From an optimization exercise on the open Yosys and OpenROAD flow, aimed at small area, a short achievable clock period and few clock cycles per item; shortcuts taken in it are not production practice.

## run 1
==> flow/design.v (excerpt) <==
module int_to_balanced_ternary_core (
   input  logic                                    clock,
   input  logic                                    reset,
   input  logic                                    start,
   output logic                                    busy,
   input  logic signed [itbt_pkg::VALUE_WIDTH-1:0] req_value,
   output logic                                    rsp_strobe,
   output logic signed [1:0]                       rsp_trit,
   output logic                                    rsp_last_trit
);
Size in the first run: roughly 760 cells after synthesis, roughly 4600 µm² of cells after synthesis.
clock: 8.5 ns
lec_check: 0
abc_area: 1
cap_margin: 20
core_margin: 2
core_utilization: 40
setup_slack_margin: 5
slew_margin: 20
standard.sh (not shown) runs the stock make flow with config.mk's settings and CLKGATE_MAP_FILE= SYNTH_SCRIPT=/design/flow/synth_recipe.tcl, a recipe that flattens the netlist after the stock synthesis.
==> flow/flow/run.sh <==
#!/bin/bash
# Standard layout, with four changes: adders are left to ABC instead of being mapped to
# full/half adder cells, ABC's area script maps with plain "map" (flow/abc_area.script),
# the port buffers are the smallest buffer, and the clock tree uses small clock buffers
# without dummy loads.
set -euo pipefail
rm -rf scripts
cp -r "$FLOW_HOME/scripts" scripts
cp flow/abc_area.script scripts/abc_area.script
bash standard.sh ADDER_MAP_FILE= SCRIPTS_DIR="$PWD/scripts" \
   "BUFFER_PORTS_ARGS=-buffer_cell sky130_fd_sc_hd__buf_1" \
   "CTS_ARGS=-sink_clustering_enable -repair_clock_nets -dont_use_dummy_load -buf_list {sky130_fd_sc_hd__clkbuf_2 sky130_fd_sc_hd__clkbuf_4 sky130_fd_sc_hd__clkbuf_8} -root_buf sky130_fd_sc_hd__clkbuf_8" \
   finish > standard_flow.log 2>&1
==> flow/flow/abc_area.script <==
strash
dch
map
topo
stime -c
buffer -c
upsize -c
dnsize -c
Run 1 went all the way through the flow, and no timing, DRC or antenna check failed.
Modified inputs, run 2 compared to run 1
==> flow/flow/run.sh <==
#!/bin/bash
# Standard layout, with two changes: adders are left to ABC instead of being mapped to
# full/half adder cells, and the port buffers are the smallest buffer.
set -euo pipefail
bash standard.sh ADDER_MAP_FILE= "BUFFER_PORTS_ARGS=-buffer_cell sky130_fd_sc_hd__buf_1" SETUP_SLACK_MARGIN=5.5 finish > standard_flow.log 2>&1
removed: flow/flow/abc_area.script
Findings:
STATUS least setup slack across all paths after layout: run 2 wins against run 1
Diff run 1 -> run 2: fraction of the mapped netlist area in compound gates went down, signed area change from the synthesized netlist to the final layout went up.
The master of the slowest instance on the critical path comes out dfxtp_2 in one run and nor4_2 in the other, namely in run 1 and run 2 respectively.
Relative to run 2, the following input files were edited for run 3:
- SETUP_SLACK_MARGIN changed from 5 to 4.5
==> flow/flow/run.sh <==
#!/bin/bash
# Standard layout, with four changes: adders are left to ABC instead of being mapped to
# full/half adder cells, ABC's area script maps with plain "map" (flow/abc_area.script),
# the port buffers are the smallest buffer, and the clock tree uses small clock buffers
# without dummy loads.
set -euo pipefail
rm -rf scripts
cp -r "$FLOW_HOME/scripts" scripts
cp flow/abc_area.script scripts/abc_area.script
bash standard.sh ADDER_MAP_FILE= SCRIPTS_DIR="$PWD/scripts" \
   "BUFFER_PORTS_ARGS=-buffer_cell sky130_fd_sc_hd__buf_1" \
   "CTS_ARGS=-sink_clustering_enable -repair_clock_nets -dont_use_dummy_load -buf_list {sky130_fd_sc_hd__clkbuf_2 sky130_fd_sc_hd__clkbuf_4 sky130_fd_sc_hd__clkbuf_8} -root_buf sky130_fd_sc_hd__clkbuf_8" \
   finish > standard_flow.log 2>&1
==> flow/flow/abc_area.script (new file) <==
strash
dch
map
topo
stime -c
buffer -c
upsize -c
dnsize -c
==> comparison <==
- NOTE: fraction of area in non-clock buffers in run 3 falls short of that of run 2
- in -> reg as the kind of critical path was reported by run 2, and reg -> reg by run 3.
- Measured against each other, run 2 and run 3 differ in maximum operating frequency, the higher figure coming from run 2.
- Flip-flop and latch count came out exactly the same in run 2 and run 3.
- | routed wire length on met3 | lower: run 2 |
- Summary — global placer's final weighted congestion, run 3 relative to run 2: lower, by 6.8%.
- Summary — register clock-pin slew on the reported worst setup and hold paths, run 3 relative to run 2: higher, by 0.02 ns.
- What run 2 reported for cell area has to be multiplied by 0.824 to get the figure for run 3.
- Die width in run 3 is 4.0% below run 2.
- Going from run 2 to run 3, area overhead of the layout relative to synthesis shrinks by 12 points.
- Of the two values seen for origin of the worst setup path, nz_ff was produced by run 3 and req_value[5] by run 2.
- Re die area: run 2 and run 3 aren't equal, and the higher value belongs to run 2.
- The endpoint of the worst setup timing path comes out q_ff[33] in one run and pos_ff in the other, namely in run 3 and run 2 respectively.
- Synthesized cell count: run 3 vs run 2 down about 18%
### run 3 -> run 4
- swapping 4.5 for 5 in SETUP_SLACK_MARGIN
==> flow/flow/run.sh <==
#!/bin/bash
# Standard layout, with three changes: adders are left to ABC instead of being mapped to
# full/half adder cells, ABC's area script maps with plain "map" (flow/abc_area.script),
# and the port buffers are the smallest buffer.
set -euo pipefail
rm -rf scripts
cp -r "$FLOW_HOME/scripts" scripts
cp flow/abc_area.script scripts/abc_area.script
bash standard.sh ADDER_MAP_FILE= SCRIPTS_DIR="$PWD/scripts" \
   "BUFFER_PORTS_ARGS=-buffer_cell sky130_fd_sc_hd__buf_1" finish > standard_flow.log 2>&1
[compare] base=run 3 new=run 4: cell depth of the worst setup path shows a reduction of 1, routed wire length picked up an extra 0.55%, via total after detailed routing +65, largest stage delay on the critical path fell by 0.45 ns, global-route usage roughly the same.
Between run 3 and run 4, the wire length of the first global-routing pass figures differ only marginally.
The flow did not stop early for run 3: all stages ran, and the layout cleared the timing, design-rule and antenna checks.
Run 4 went all the way through synthesis, placement and routing and the layout is clean on timing, DRC and antenna.
In the tables for run 3 and run 4, clock input transition at the sequential cells of the worst setup and hold paths reads lower with run 4.
Run 4 against run 3: ratio of cells with drive above 1 in the final layout rose by 1.2 points.
Function was not checked in any run of this note: the RTL went through the layout flow alone.

The RTL this note starts from:
==> flow/design.v <==
package itbt_pkg;
   localparam int VALUE_WIDTH = 32;
   localparam int MAX_TRITS   = 21;
   localparam int QW = 34;
   localparam logic [QW-1:0] POW21 = 34'd10460353203;
   localparam logic signed [VALUE_WIDTH-1:0] HI = 32'sd1743392201;
   localparam logic signed [QW-1:0] B_POS_Z =  34'sd581130734;
   localparam logic signed [QW-1:0] B_NEG_Z = -34'sd581130734;
   localparam logic signed [QW-1:0] B_POS_P =  34'sd4067915135;
   localparam logic signed [QW-1:0] B_NEG_P =  34'sd2905653667;
   localparam logic signed [QW-1:0] B_POS_N = -34'sd2905653667;
   localparam logic signed [QW-1:0] B_NEG_N = -34'sd4067915135;
endpackage
import itbt_pkg::*;
module int_to_balanced_ternary_core (
   input  logic                                    clock,
   input  logic                                    reset,
   input  logic                                    start,
   output logic                                    busy,
   input  logic signed [itbt_pkg::VALUE_WIDTH-1:0] req_value,
   output logic                                    rsp_strobe,
   output logic signed [1:0]                       rsp_trit,
   output logic                                    rsp_last_trit
);
   logic [QW-2:0]        q_ff;         
   logic [QW-1:0]        q;            
   logic                 pos_ff;       
   logic                 neg_ff;       
   logic                 nz_ff;        
   logic [4:0]           j_ff;         
   logic                 busy_ff;      
   logic                 strobe_ff;    
   logic                 started_ff;   
   logic [QW-1:0]        q_next;
   logic [QW-1:0]        t_pos;
   logic [QW-1:0]        t_neg;
   logic                 pos_next;
   logic                 neg_next;
   logic                 in_pos;
   logic                 in_neg;
   logic                 load;
   function automatic logic ge_var(input logic [QW-1:0] a, input logic [QW-1:0] b);
      logic [63:0] gt;
      logic [63:0] eq;
      for (int i = 0; i < 64; i++) begin
         gt[i] = 1'b0;
         eq[i] = 1'b1;
      end
      for (int i = 0; i < QW - 1; i++) begin
         gt[i] = a[i] & ~b[i];
         eq[i] = a[i] | ~b[i];
      end
      gt[QW-1] = ~a[QW-1] & b[QW-1];
      eq[QW-1] = ~a[QW-1] | b[QW-1];
      for (int l = 0; l < 6; l++)
         for (int i = 0; i < 32; i++)
            if (i < (32 >> l)) begin
               gt[i] = gt[2*i+1] | (eq[2*i+1] & gt[2*i]);
               eq[i] = eq[2*i+1] & eq[2*i];
            end
      ge_var = gt[0] | eq[0];
   endfunction
   function automatic logic ge_chain(input logic [QW-1:0] a, input logic [QW-1:0] b);
      logic r;
      r = 1'b1;
      for (int i = 0; i < QW - 1; i++)
         r = (a[i] & ~b[i]) | ((a[i] | ~b[i]) & r);
      ge_chain = (~a[QW-1] & b[QW-1]) | ((~a[QW-1] | b[QW-1]) & r);
   endfunction
   assign q = {neg_ff | (~pos_ff & q_ff[QW-2]), q_ff};
   always_comb begin
      logic [QW-1:0] x;
      logic [QW-1:0] s;
      logic [QW-1:0] c;
      logic [QW-1:0] b;
      logic [QW-1:0] p;
      logic [QW-1:0] gg;
      logic [QW-1:0] pp;
      logic [QW-1:0] kp;
      logic [QW-1:0] kn;
      kp = -POW21;
      kn = POW21;
      for (int i = 0; i < QW; i++)
         x[i] = (kp[i] & kn[i]) ? nz_ff : (kp[i] ? pos_ff : (kn[i] ? neg_ff : 1'b0));
      for (int i = 0; i < QW; i++) begin
         s[i] = q[i] ^ (i > 0 ? q[i-1] : 1'b0) ^ x[i];
         c[i] = (i > 0) ? ((q[i] & q[i-1]) | (q[i] & x[i]) | (q[i-1] & x[i])) : (q[i] & x[i]);
      end
      b  = {c[QW-2:0], 1'b0};
      p  = s ^ b;
      gg = s & b;
      pp = p;
      for (int l = 0; (1 << l) < QW; l++)
         for (int i = 0; i < QW; i++)
            if (((i >> l) & 1) == 1) begin
               gg[i] = gg[i] | (pp[i] & gg[((i >> l) << l) - 1]);
               pp[i] = pp[i] & pp[((i >> l) << l) - 1];
            end
      for (int i = 0; i < QW; i++)
         q_next[i] = p[i] ^ (i > 0 ? gg[i-1] : 1'b0);
   end
   always_comb begin
      logic [QW-1:0] pp_;
      logic [QW-1:0] pn_;
      logic [QW-1:0] pz_;
      logic [QW-1:0] np_;
      logic [QW-1:0] nn_;
      logic [QW-1:0] nz_;
      pp_ = B_POS_P;
      pn_ = B_POS_N;
      pz_ = B_POS_Z;
      np_ = B_NEG_P + 1'b1;
      nn_ = B_NEG_N + 1'b1;
      nz_ = B_NEG_Z + 1'b1;
      for (int i = 0; i < QW; i++) begin
         t_pos[i] = (pp_[i] & pos_ff) | (pn_[i] & neg_ff) | (pz_[i] & ~nz_ff);
         t_neg[i] = (np_[i] & pos_ff) | (nn_[i] & neg_ff) | (nz_[i] & ~nz_ff);
      end
   end
   assign pos_next = ge_chain(q, t_pos);
   assign neg_next = ~ge_chain(q, t_neg);
   assign in_pos = ge_var({{(QW-VALUE_WIDTH){req_value[VALUE_WIDTH-1]}}, req_value}, {{(QW-VALUE_WIDTH){HI[VALUE_WIDTH-1]}}, HI});
   assign in_neg = ge_var(-{{(QW-VALUE_WIDTH){HI[VALUE_WIDTH-1]}}, HI}, {{(QW-VALUE_WIDTH){req_value[VALUE_WIDTH-1]}}, req_value});
   assign load = start & ~busy_ff;
   always_ff @(posedge clock) begin
      if (reset) begin
         busy_ff   <= 1'b0;
         strobe_ff <= 1'b0;
      end else if (load) begin
         busy_ff   <= 1'b1;
         strobe_ff <= in_pos | in_neg;
      end else if (busy_ff) begin
         busy_ff   <= (j_ff != 5'd1);
         strobe_ff <= started_ff | nz_ff | pos_next | neg_next | (j_ff == 5'd1);
      end else begin
         busy_ff   <= 1'b0;
         strobe_ff <= 1'b0;
      end
   end
   always_ff @(posedge clock) begin
      if (load) begin
         q_ff       <= {req_value[VALUE_WIDTH-1], req_value};
         pos_ff     <= in_pos;
         neg_ff     <= in_neg;
         nz_ff      <= in_pos | in_neg;
         j_ff       <= 5'd20;
         started_ff <= 1'b0;
      end else begin
         q_ff       <= q_next[QW-2:0];
         pos_ff     <= pos_next;
         neg_ff     <= neg_next;
         nz_ff      <= pos_next | neg_next;
         j_ff       <= j_ff - 5'd1;
         started_ff <= started_ff | nz_ff;
      end
   end
   assign busy          = busy_ff;
   assign rsp_strobe    = strobe_ff;
   assign rsp_trit      = {neg_ff, nz_ff};
   assign rsp_last_trit = (j_ff == 5'd0);
endmodule
clock: 8.5 ns
lec_check: 0
abc_area: 1
cap_margin: 20
core_margin: 2
core_utilization: 40
setup_slack_margin: 5
slew_margin: 20
==> flow/flow/run.sh <==
#!/bin/bash
# Standard layout, with four changes: adders are left to ABC instead of being mapped to
# full/half adder cells, ABC's area script maps with plain "map" (flow/abc_area.script),
# the port buffers are the smallest buffer, and the clock tree uses small clock buffers
# without dummy loads.
set -euo pipefail
rm -rf scripts
cp -r "$FLOW_HOME/scripts" scripts
cp flow/abc_area.script scripts/abc_area.script
bash standard.sh ADDER_MAP_FILE= SCRIPTS_DIR="$PWD/scripts" \
   "BUFFER_PORTS_ARGS=-buffer_cell sky130_fd_sc_hd__buf_1" \
   "CTS_ARGS=-sink_clustering_enable -repair_clock_nets -dont_use_dummy_load -buf_list {sky130_fd_sc_hd__clkbuf_2 sky130_fd_sc_hd__clkbuf_4 sky130_fd_sc_hd__clkbuf_8} -root_buf sky130_fd_sc_hd__clkbuf_8" \
   SETUP_SLACK_MARGIN=5.15 finish > standard_flow.log 2>&1
==> flow/flow/abc_area.script <==
strash
dch
map
topo
stime -c
buffer -c
upsize -c
dnsize -c
Rerun with:
--- a/flow/flow/run.sh
+++ b/flow/flow/run.sh
@@ -12,2 +12,2 @@
    "CTS_ARGS=-sink_clustering_enable -repair_clock_nets -dont_use_dummy_load -buf_list {sky130_fd_sc_hd__clkbuf_2 sky130_fd_sc_hd__clkbuf_4 sky130_fd_sc_hd__clkbuf_8} -root_buf sky130_fd_sc_hd__clkbuf_8" \
-   SETUP_SLACK_MARGIN=5.15 finish > standard_flow.log 2>&1
+   SETUP_SLACK_MARGIN=5.25 finish > standard_flow.log 2>&1
Result: Worst setup slack improves by 0.11 ns. Via count falls by 0.52%. Hold slack hardly moves.
Rerun with:
--- a/flow/flow/run.sh
+++ b/flow/flow/run.sh
@@ -12,2 +12,2 @@
    "CTS_ARGS=-sink_clustering_enable -repair_clock_nets -dont_use_dummy_load -buf_list {sky130_fd_sc_hd__clkbuf_2 sky130_fd_sc_hd__clkbuf_4 sky130_fd_sc_hd__clkbuf_8} -root_buf sky130_fd_sc_hd__clkbuf_8" \
-   SETUP_SLACK_MARGIN=5.25 finish > standard_flow.log 2>&1
+   finish > standard_flow.log 2>&1
Outcome: Worst setup slack gets worse by 0.19 ns. Hold slack hardly moves. Non-clock buffer count drops by 5. Utilization shrinks by 2.3 points. Area after synthesis stays the same. Global-route usage shrinks by 0.42 points. First-iteration DRC count is lower by a few percent. Die area does not change.
No run of this note included a check of the RTL's function; only the layout flow was run.

## static timing again, ports no longer ideal
How much do the figures lean on ideal ports? The routed layouts below were timed once more, with nothing changed but the port constraints.
Step 1: set_driving_cell puts a clkbuf_16 on clock and a buf_2 on each other input, an assumption about the parent block.
Step 2 also shifts input and output timing later by t, the mid clock arrival at the registers, as if the neighbouring blocks saw the same clock.
Three values: no drivers, after step 1, after step 2; two values: the first two.
run	t (ns)	setup slack, ns	worst hold slack (ns)	cell pins on the clock port's net
run 1	0.350	5.256 / 5.256 / 5.022	0.467 / 0.467 / 0.467	1
run 2	0.337	5.586 / 5.607 / 5.270	0.460 / 0.460 / 0.460	1
run 3	0.349	4.930 / 4.930 / 4.930	0.468 / 0.468 / 0.468	1
run 4	0.334	5.270 / 5.270 / 5.027	0.470 / 0.470 / 0.470	1
the first run of note 2	0.349	5.220 / 5.234 / 4.885	0.463 / 0.463 / 0.463	1
the second run of note 2	0.352	5.333 / 5.342 / 4.996	0.462 / 0.462 / 0.462	1
the third run of note 2	0.349	5.140 / 5.152 / 4.803	0.463 / 0.463 / 0.463	1
After both steps every run listed still meets setup and hold.
